This design comes from an exercise in tuning for small area on the open sky130 flow, not from production work. Only simulation tests tie the RTL to the original design; equivalence was not proved. Power and IR drop assume default switching activity.

--- flow/run.sh ---
#!/bin/bash
# synth_recipe.tcl (not shown) runs the flow's synth.tcl, then flattens the netlist and writes it again
# the make line also repeats each setting of config.mk as NAME=value (left out here)
make -C /OpenROAD-flow-scripts/flow DESIGN_CONFIG=/design/flow/config.mk WORK_HOME=/design/flow/orfs CLKGATE_MAP_FILE= SYNTH_SCRIPT=/design/flow/synth_recipe.tcl finish
--- flow/config.mk ---
export PLATFORM = sky130hd
export DESIGN_NAME = alu_unit
export DESIGN_NICKNAME = alu_unit
export VERILOG_FILES = /design/flow/design.v
export SDC_FILE = /design/flow/constraint.sdc
export NUM_CORES = 4
export LEC_CHECK = 0
export CAP_MARGIN = 20
export CORE_MARGIN = 2
export CORE_UTILIZATION = 40
export SLEW_MARGIN = 20
--- flow/constraint.sdc ---
create_clock -name core_clock -period 10.5 [get_ports {clk}]
set_input_delay 2.1000 -clock core_clock [delete_from_list [all_inputs] [get_ports {clk}]]
set_output_delay 2.1000 -clock core_clock [all_outputs]
set_load 0.01 [all_outputs]
--- flow/design.v ---
`default_nettype none
package alu_pkg;
    parameter int DEF_NUM_SLOTS    = 8;     
    parameter int DEF_RESULT_DEPTH = 32;    
    parameter int TAG_W            = 5;     
    typedef logic [31:0]      word_t;
    typedef logic [4:0]       reg_addr_t;
    typedef logic [5:0]       opcode_t;
    typedef logic [2:0]       status_t;
    typedef logic [2:0]       slot_idx_t;
    typedef logic [TAG_W-1:0] tag_t;
    localparam opcode_t OP_ADD  = 6'b000000;
    localparam opcode_t OP_SUB  = 6'b000001;
    localparam opcode_t OP_AND  = 6'b000010;
    localparam opcode_t OP_OR   = 6'b000011;
    localparam opcode_t OP_XOR  = 6'b000100;
    localparam opcode_t OP_SLT  = 6'b000101;    
    localparam opcode_t OP_ADDI = 6'b000110;
    localparam opcode_t OP_ANDI = 6'b000111;
    localparam opcode_t OP_ORI  = 6'b001000;
    localparam opcode_t OP_SLL  = 6'b010110;
    localparam opcode_t OP_SRL  = 6'b010111;
    localparam opcode_t OP_SRA  = 6'b011000;
    localparam status_t ST_EXEC_READY = 3'b100;    
    localparam status_t ST_WB_READY   = 3'b001;
    typedef struct packed {
        opcode_t   opcode;
        reg_addr_t rs;
        reg_addr_t rt;
        reg_addr_t rd;
        word_t     imm;
        tag_t      tag;       
        status_t   stamp;
    } slot_entry_t;
    typedef struct packed {
        logic    stamp_en;
        status_t stamp;
        logic    take_en;
        tag_t    take;
    } slot_update_t;
    typedef struct packed {
        logic      valid;
        slot_idx_t slot;
        status_t   stamp;     
        tag_t      tag;
    } pick_t;
    function automatic logic op_supported(opcode_t op);
        case (op)
            OP_ADD, OP_SUB, OP_AND, OP_OR, OP_XOR, OP_SLT,
            OP_ADDI, OP_ANDI, OP_ORI,
            OP_SLL, OP_SRL, OP_SRA: op_supported = 1'b1;
            default:                op_supported = 1'b0;
        endcase
    endfunction
    localparam int STATUS_W = 3;     
    localparam int ENTRY_W  = 61;    
    localparam int UPDATE_W = 10;    
    function automatic opcode_t entry_opcode(slot_entry_t e);
        entry_opcode = e.opcode;
    endfunction
    function automatic logic op_uses_imm(opcode_t op);
        op_uses_imm = (op == OP_ADDI) || (op == OP_ANDI) || (op == OP_ORI);
    endfunction
endpackage
`default_nettype wire
`timescale 1ns/10ps
`default_nettype none
module alu_result_buffer #(
    parameter int RESULT_DEPTH = 32
) (
    input  wire            clk,
    input  wire            arst_n,
    input  wire            wr_en,
    input  alu_pkg::word_t wr_data,
    output alu_pkg::tag_t  alloc_tag,
    input  alu_pkg::tag_t  rd_tag,
    output alu_pkg::word_t rd_data
);
    alu_pkg::word_t mem [RESULT_DEPTH];
    alu_pkg::tag_t  alloc_ptr;              
    alu_pkg::tag_t  alloc_ptr_nxt;
    always_comb begin
        if (alloc_ptr == alu_pkg::tag_t'(RESULT_DEPTH - 1)) begin
            alloc_ptr_nxt = '0;
        end else begin
            alloc_ptr_nxt = alloc_ptr + 1'b1;
        end
    end
    always_ff @(posedge clk or negedge arst_n) begin
        if (!arst_n) begin
            alloc_ptr <= '0;
            for (int i = 0; i < RESULT_DEPTH; i++) begin
                mem[i] <= '0;
            end
        end else if (wr_en) begin
            mem[alloc_ptr] <= wr_data;      
            alloc_ptr      <= alloc_ptr_nxt;
        end
    end
    assign alloc_tag = alloc_ptr;
    assign rd_data   = mem[rd_tag];         
endmodule
`default_nettype wire
`timescale 1ns/10ps
`default_nettype none
module alu_execute #(
    parameter int NUM_SLOTS = 8
) (
    input  wire [NUM_SLOTS*alu_pkg::STATUS_W-1:0]  slot_status,
    input  wire [NUM_SLOTS*alu_pkg::ENTRY_W-1:0]   slot_entry,
    output alu_pkg::reg_addr_t                   rs_addr,
    output alu_pkg::reg_addr_t                   rt_addr,
    input  alu_pkg::word_t                       rs_data,
    input  alu_pkg::word_t                       rt_data,
    input  alu_pkg::tag_t                        alloc_tag,
    output logic                                 res_wr_en,
    output alu_pkg::word_t                       res_data,
    output alu_pkg::pick_t                       exec_pick
);
    logic                 sel_found;
    alu_pkg::slot_idx_t   sel_idx;
    alu_pkg::slot_entry_t sel_entry;
    alu_pkg::word_t       op_a;
    alu_pkg::word_t       op_b;
    logic [4:0]           shamt;
    alu_pkg::word_t       result;
    always_comb begin
        sel_found = 1'b0;
        sel_idx   = '0;
        for (int i = NUM_SLOTS - 1; i >= 0; i--) begin
            if (!sel_found && slot_status[i*alu_pkg::STATUS_W +: alu_pkg::STATUS_W] == alu_pkg::ST_EXEC_READY &&
                alu_pkg::op_supported(alu_pkg::entry_opcode(slot_entry[i*alu_pkg::ENTRY_W +: alu_pkg::ENTRY_W]))) begin
                sel_found = 1'b1;
                sel_idx   = alu_pkg::slot_idx_t'(i);
            end
        end
    end
    assign sel_entry = slot_entry[sel_idx*alu_pkg::ENTRY_W +: alu_pkg::ENTRY_W];
    assign rs_addr = sel_entry.rs;
    assign rt_addr = sel_entry.rt;
    assign op_a    = rs_data;
    assign op_b    = alu_pkg::op_uses_imm(sel_entry.opcode) ? sel_entry.imm : rt_data;
    assign shamt   = op_b[4:0];
    always_comb begin
        case (sel_entry.opcode)
            alu_pkg::OP_ADD,
            alu_pkg::OP_ADDI: result = op_a + op_b;
            alu_pkg::OP_SUB:  result = op_a - op_b;
            alu_pkg::OP_AND,
            alu_pkg::OP_ANDI: result = op_a & op_b;
            alu_pkg::OP_OR,
            alu_pkg::OP_ORI:  result = op_a | op_b;
            alu_pkg::OP_XOR:  result = op_a ^ op_b;
            alu_pkg::OP_SLT:  result = (op_a < op_b) ? '1 : '0;    
            alu_pkg::OP_SLL:  result = op_a << shamt;
            alu_pkg::OP_SRL:  result = op_a >> shamt;
            alu_pkg::OP_SRA:  result = alu_pkg::word_t'($signed(op_a) >>> shamt);
            default:          result = '0;
        endcase
    end
    assign res_wr_en = sel_found;
    assign res_data  = result;
    always_comb begin
        exec_pick       = '0;
        exec_pick.valid = sel_found;
        exec_pick.slot  = sel_idx;
        exec_pick.stamp = sel_entry.stamp;
        exec_pick.tag   = alloc_tag;       
    end
endmodule
`default_nettype wire
`timescale 1ns/10ps
`default_nettype none
module alu_writeback #(
    parameter int NUM_SLOTS = 8
) (
    input  wire [NUM_SLOTS*alu_pkg::STATUS_W-1:0]  slot_status,
    input  wire [NUM_SLOTS*alu_pkg::ENTRY_W-1:0]   slot_entry,
    output alu_pkg::tag_t                        rd_tag,
    input  alu_pkg::word_t                       rd_data_buf,
    output logic                                 rd_wr_en,
    output alu_pkg::reg_addr_t                   rd_addr,
    output alu_pkg::word_t                       rd_data,
    output alu_pkg::pick_t                       wb_pick
);
    logic                 sel_found;
    alu_pkg::slot_idx_t   sel_idx;
    alu_pkg::slot_entry_t sel_entry;
    always_comb begin
        sel_found = 1'b0;
        sel_idx   = '0;
        for (int i = NUM_SLOTS - 1; i >= 0; i--) begin
            if (!sel_found && slot_status[i*alu_pkg::STATUS_W +: alu_pkg::STATUS_W] == alu_pkg::ST_WB_READY &&
                alu_pkg::op_supported(alu_pkg::entry_opcode(slot_entry[i*alu_pkg::ENTRY_W +: alu_pkg::ENTRY_W]))) begin
                sel_found = 1'b1;
                sel_idx   = alu_pkg::slot_idx_t'(i);
            end
        end
    end
    assign sel_entry = slot_entry[sel_idx*alu_pkg::ENTRY_W +: alu_pkg::ENTRY_W];
    assign rd_tag   = sel_entry.tag;
    assign rd_wr_en = sel_found;
    assign rd_addr  = sel_entry.rd;
    assign rd_data  = rd_data_buf;
    always_comb begin
        wb_pick       = '0;
        wb_pick.valid = sel_found;
        wb_pick.slot  = sel_idx;
        wb_pick.stamp = sel_entry.stamp;
        wb_pick.tag   = sel_entry.tag;
    end
endmodule
`default_nettype wire
`timescale 1ns/10ps
`default_nettype none
module alu_status_merge #(
    parameter int NUM_SLOTS = 8
) (
    input  alu_pkg::pick_t                        exec_pick,
    input  alu_pkg::pick_t                        wb_pick,
    output logic [NUM_SLOTS*alu_pkg::UPDATE_W-1:0] slot_update
);
    alu_pkg::status_t exec_stamp;
    alu_pkg::status_t wb_stamp;
    alu_pkg::slot_update_t upd;
    assign exec_stamp = {1'b1, exec_pick.stamp[1:0]};
    assign wb_stamp   = {wb_pick.stamp[2:1], 1'b1};
    always_comb begin
        for (int s = 0; s < NUM_SLOTS; s++) begin
            upd = '0;                              
            if (exec_pick.valid && exec_pick.slot == alu_pkg::slot_idx_t'(s)) begin
                upd.stamp_en = 1'b1;
                upd.stamp    = exec_stamp;
                upd.take_en  = 1'b1;
                upd.take     = exec_pick.tag;
            end
            if (wb_pick.valid && wb_pick.slot == alu_pkg::slot_idx_t'(s)) begin
                upd.stamp_en = 1'b1;
                upd.stamp    = wb_stamp;
            end
            slot_update[s*alu_pkg::UPDATE_W +: alu_pkg::UPDATE_W] = upd;
        end
    end
endmodule
`default_nettype wire
`timescale 1ns/10ps
`default_nettype none
module alu_unit #(
    parameter int NUM_SLOTS    = alu_pkg::DEF_NUM_SLOTS,
    parameter int RESULT_DEPTH = alu_pkg::DEF_RESULT_DEPTH
) (
    input  wire                                       clk,
    input  wire                                       arst_n,
    input  wire  [NUM_SLOTS*alu_pkg::STATUS_W-1:0]    slot_status,
    input  wire  [NUM_SLOTS*alu_pkg::ENTRY_W-1:0]     slot_entry,
    output logic [NUM_SLOTS*alu_pkg::UPDATE_W-1:0]    slot_update,
    output logic [4:0]                                rs_addr,
    input  wire  [31:0]                               rs_data,
    output logic [4:0]                                rt_addr,
    input  wire  [31:0]                               rt_data,
    output logic                                      rd_wr_en,
    output logic [4:0]                                rd_addr,
    output logic [31:0]                               rd_data
);
    logic           res_wr_en;
    alu_pkg::word_t res_data;
    alu_pkg::tag_t  alloc_tag;
    alu_pkg::tag_t  buf_rd_tag;
    alu_pkg::word_t buf_rd_data;
    alu_pkg::pick_t exec_pick;
    alu_pkg::pick_t wb_pick;
    alu_execute #(.NUM_SLOTS(NUM_SLOTS)) u_execute (
        .slot_status (slot_status),
        .slot_entry  (slot_entry),
        .rs_addr     (rs_addr),
        .rt_addr     (rt_addr),
        .rs_data     (rs_data),
        .rt_data     (rt_data),
        .alloc_tag   (alloc_tag),
        .res_wr_en   (res_wr_en),
        .res_data    (res_data),
        .exec_pick   (exec_pick)
    );
    alu_result_buffer #(.RESULT_DEPTH(RESULT_DEPTH)) u_result_buffer (
        .clk       (clk),
        .arst_n    (arst_n),
        .wr_en     (res_wr_en),
        .wr_data   (res_data),
        .alloc_tag (alloc_tag),
        .rd_tag    (buf_rd_tag),
        .rd_data   (buf_rd_data)
    );
    alu_writeback #(.NUM_SLOTS(NUM_SLOTS)) u_writeback (
        .slot_status (slot_status),
        .slot_entry  (slot_entry),
        .rd_tag      (buf_rd_tag),
        .rd_data_buf (buf_rd_data),
        .rd_wr_en    (rd_wr_en),
        .rd_addr     (rd_addr),
        .rd_data     (rd_data),
        .wb_pick     (wb_pick)
    );
    alu_status_merge #(.NUM_SLOTS(NUM_SLOTS)) u_status_merge (
        .exec_pick   (exec_pick),
        .wb_pick     (wb_pick),
        .slot_update (slot_update)
    );
endmodule
`default_nettype wire
==> flow_summary_export.csv <==
group,metric,value,unit
synthesis,synth_area,0.0567,mm^2
setup_path,cpLargestDelayFamily,"simple AND/OR/NAND/NOR gates",
synthesis,synth_top_area_share,45.4,%
power,ir_drop,0.000150,V
synthesis,syn_area_per_cell,8.48,um^2
layout,area.growth.synth_to_final,27.3,%
layout,final_nets,7981,
layout,fillers,13500,
synthesis,ys_seq_area_share,45.4,%
sta,rsz0062_at_grt,"no",
global_routing,grt_use_total,41.8,%
routing,drtAntennaViolNets,0,
power,p_leak,31.7,nW
die,core_area,0.141,mm^2
clock_tree,htree_levels,3,
synthesis,ys_top_cells_by_area,"dfrtp_1, nand2_1, o21ai_0",
routing,drtIter0Drc,7620,
setup_path,regToRegEndpoint,"u_result_buffer.mem[16][3]",
setup_path,crit_end,"rd_data[8]",
routing,num_vias,57800,
hold_path,holdCritPathClass,"reg -> reg",
sta,min_period_over_period,98.7,%
setup_path,crit_path_start_kind,"primary input",
synthesis,synth_edf_count,0,
layout,layout_commonest_cell,"nand2_1",
setup_path,cp_data_required_time,8.40,ns
setup_path,cp_slowest_cell,"or3b_2",
place,dp_hpwl,224,mm
global_routing,antenna_found_initial,27,
place,gp_congestion,1.15,
synthesis,yosys_warnings,5,
clock_tree,clk_latency,0.72,ns
setup_path,max_stage_delay,0.64,ns
routing,vias_per_cell,6.20,
clock_tree,cts_made_buffers,109,
routing,drt_drc_violations_left,0,
setup_path,r2r_slack,6.67,ns
setup_path,endpoint_kind,"output port",
synthesis,syn_inst,6688,
setup_path,path_buf_inv,5,
clock_tree,cts_tree,"yes",
sta,slew_violations,0,
sta,worst_slack,0.136,ns
sta,tightest_slew,1.31,ns
sta,setup_violations,0,
synthesis,synthFlopType,"dfrtp_1",
setup_path,worstPathCellList,"clkdlybuf4s50_1, a21bo_1, a22o_1, nand3b_1, and4_1, or4b_2, and2_1, buf_12, mux2_2, a21oi_1, o21ai_1, or3b_2, nor2_4, buf_4, buf_4, a22oi_1, nand3_1, nor3_1, a21oi_1, clkdlybuf4s50_1",
layout,drive_gt1_share,10.4,%
sta,slew_headroom,12.3,%
power,total_power,12.6,mW
clock_tree,cts.sinks,1029,
synthesis,postSynth.asyncResetShare,100,%
die,io-pin-count,706,
global_routing,grt_pass1_wl,431,mm
power,p_per_area,174,mW/mm^2
setup_path,startpoint,"slot_entry[486]",
global_routing,grt_max_degree,161,
die,die_area,0.145,mm^2
sta,finClkSkew,0.0771,ns
synthesis,synth.net_count,7364,
sta,period_minus_slack,10.36,ns
layout,layout.cells.non_filler,9314,
die,rows,138,
place,numPortBuffers,705,
global_routing,grt_pass1_vias,55300,
die,die_w,380,um
synthesis,yosys_register_bits,1029,
routing,first_pass_iters,6,
place,pre_cts_ws,-0.208,ns
setup_path,cp.depth,20,
setup_path,worst_ep_arrival_time,8.26,ns
place,post-place-cells,9079,
status,status,"complete, no violations",
clock_tree,cts.path.max_buffers,3,
routing,wl_per_cell,33.3,um
sta,max_freq,0.0965,GHz
setup_path,critical_path_class,"in -> out",
routing,wirelength,310,mm
clock_tree,cts_root_buffer,"clkbuf_16",
die,die_height,380,um
setup_path,r2r_start,"u_result_buffer.alloc_ptr[4]",
synthesis,synth_cell_types,100,
global_routing,gr-total-overflow,0,
setup_path,cp_max_fo,9,
layout,layout_common_cells,"nand2_1, dfrtp_1, o21ai_0, clkdlybuf4s50_1, nor2_1",
sta,hold_violations,0,
clock_tree,path_clk_slew,0.06,ns
die,start_util,40.2,%
synthesis,yosysTopAreaCell,"dfrtp_1",
setup_path,reg2reg_depth,6,
flow_run,cap_violations,0,
==> worst min path at each step <==
| stage | start | end | slack, ns | cells after the start |
|---|---|---|---|---|
| 5_1_grt | u_result_buffer.mem[10][2] | u_result_buffer.mem[10][2] | 0.50 | 2 |
| 2_1_floorplan | u_result_buffer.mem[11][14] | u_result_buffer.mem[11][14] | 0.45 | 2 |
| 3_5_place_dp | u_result_buffer.mem[12][26] | u_result_buffer.mem[12][26] | 0.47 | 2 |
| 6_report | u_result_buffer.mem[0][12] | u_result_buffer.mem[0][12] | 0.48 | 2 |
| 4_1_cts | u_result_buffer.mem[14][14] | u_result_buffer.mem[14][14] | 0.48 | 2 |
| 3_3_place_gp | u_result_buffer.mem[7][17] | u_result_buffer.mem[7][17] | 0.46 | 2 |
==> power breakdown <==
part | total, mW | internal [mW] | switching [mW] | leakage, nW
Combinational | 3.49 | 1.30 | 2.19 | 15.9
Sequential | 5.16 | 4.73 | 0.436 | 14.1
Clock | 3.92 | 2.24 | 1.68 | 1.81
==> tightest hold or removal path: stages, from the launching register on <==
cell,delay (ns)
dfrtp_1,0.34
nand2_1,0.04
o21ai_0,0.06
==> area by class of cell <==
type | count | area, um^2 | share of cell area, %
multi-input combinational | 4950 | 28800 | 40.0
clock inverter | 33 | 382 | 0.529
tap | 1890 | 2360 | 3.28
timing repair buffer | 1100 | 11000 | 15.3
sequential | 1029 | 25700 | 35.7
antenna | 27 | 67.6 | 0.0936
inverter | 115 | 432 | 0.598
clock buffer | 170 | 3300 | 4.57
==> cells in the mapped netlist, drive strengths merged, types with 9 or more instances <==
library cell and n:
o22ai 21, ha 97, a211o 13, inv 108
nand2 1393, and2 27, nand3b 10, a22o 127
dfrtp 1029, nand2b 19, o2111ai 14, a211oi 30
a221oi 160, nor2 411, a21o 24, xnor2 21
a221o 18, nand3 188, o211ai 46, o21ai 1067
nor3 71, a21oi 292, a222oi 35, a22oi 228
mux2i 169, o31ai 9, buf 98, nor2b 17
and3 51, nor4 23, or3 12, o21bai 17
a311oi 30, a2111oi 10, o221ai 15, nand4 58
clkbuf 497, a31oi 50, mux2 52
==> logic make-up (layout without fill, tap and decap cells) <==
group                    Yosys count  after routing  synth area share, %
multiplexers                     227            227                 4.27
buffers and inverters            710           1418                 4.94
XOR/XNOR                          23             23                0.355
adder cells (fa/ha/maj)           98             98                 2.18
other                              0             27                    0
AND/OR/NAND/NOR                 2323           2323                 17.3
AO/OA/AOI/OAI                   2278           2279                 25.5
flip-flops                      1029           1029                 45.4
==> metrics by stage <==
stage | TNS, ns | hold slack [ns] | area, um^2 | util [%]
final | 0 | 0.476 | 72200 | 51.2
after global routing | 0 | 0.495 | 72100 | 51.1
after CTS | 0 | 0.483 | 72000 | 51.1
after detailed placement | -7.27 | 0.470 | 68400 | 48.5
after global placement | -8.09 | 0.460 | 68400 | 48.5
after floorplan | 0 | 0.449 | 56700 | -
==> sequential cells by signal, summed over array words and instances, names as in the netlist <==
register / flops
u_result_buffer.mem: 1024
u_result_buffer.alloc_ptr: 5
==> per-layer routing <==
metal	vias to the layer above	global-route usage, %	share of wire (%)
li1	25200	-	-
met3	789	9.73	9.4
met1	28600	52.4	38
met5	-	0	0.0048
met4	2	28.1	7.9
met2	3221	64.2	44
==> timing repair <==
action	in CTS	in global routing
resized for setup	0	4
buffers inserted	0	4
hold buffers	0	0
endpoints found under the setup margin	0	37

## port drivers added, routing unchanged
How much do the figures lean on ideal ports? The routed layout below was timed once more, with nothing changed but the port constraints.
Step 1, drivers: a clkbuf_16 drives clk and a buf_2 each remaining input, both assumed.
Step 2, shift: input delay + t, output delay - t, t = (earliest + latest rising clock arrival at the registers) / 2. This alone moves slack from input paths to output paths.
a / b / c = ideal / step 1 / step 2; a / b = the first two.
t, ns: 0.774
setup slack, ns: 0.136 / -0.098 / -0.362
worst hold slack (ns): 0.476 / 0.476 / 0.476
worst setup path at the end: input to register
worst slew at a driven data input, ns: 0.37
Met with ideal ports but missed after step 2: setup timing in this run. The setup slack of this run moves by -0.234 ns with the drivers and by -0.498 ns with both steps.
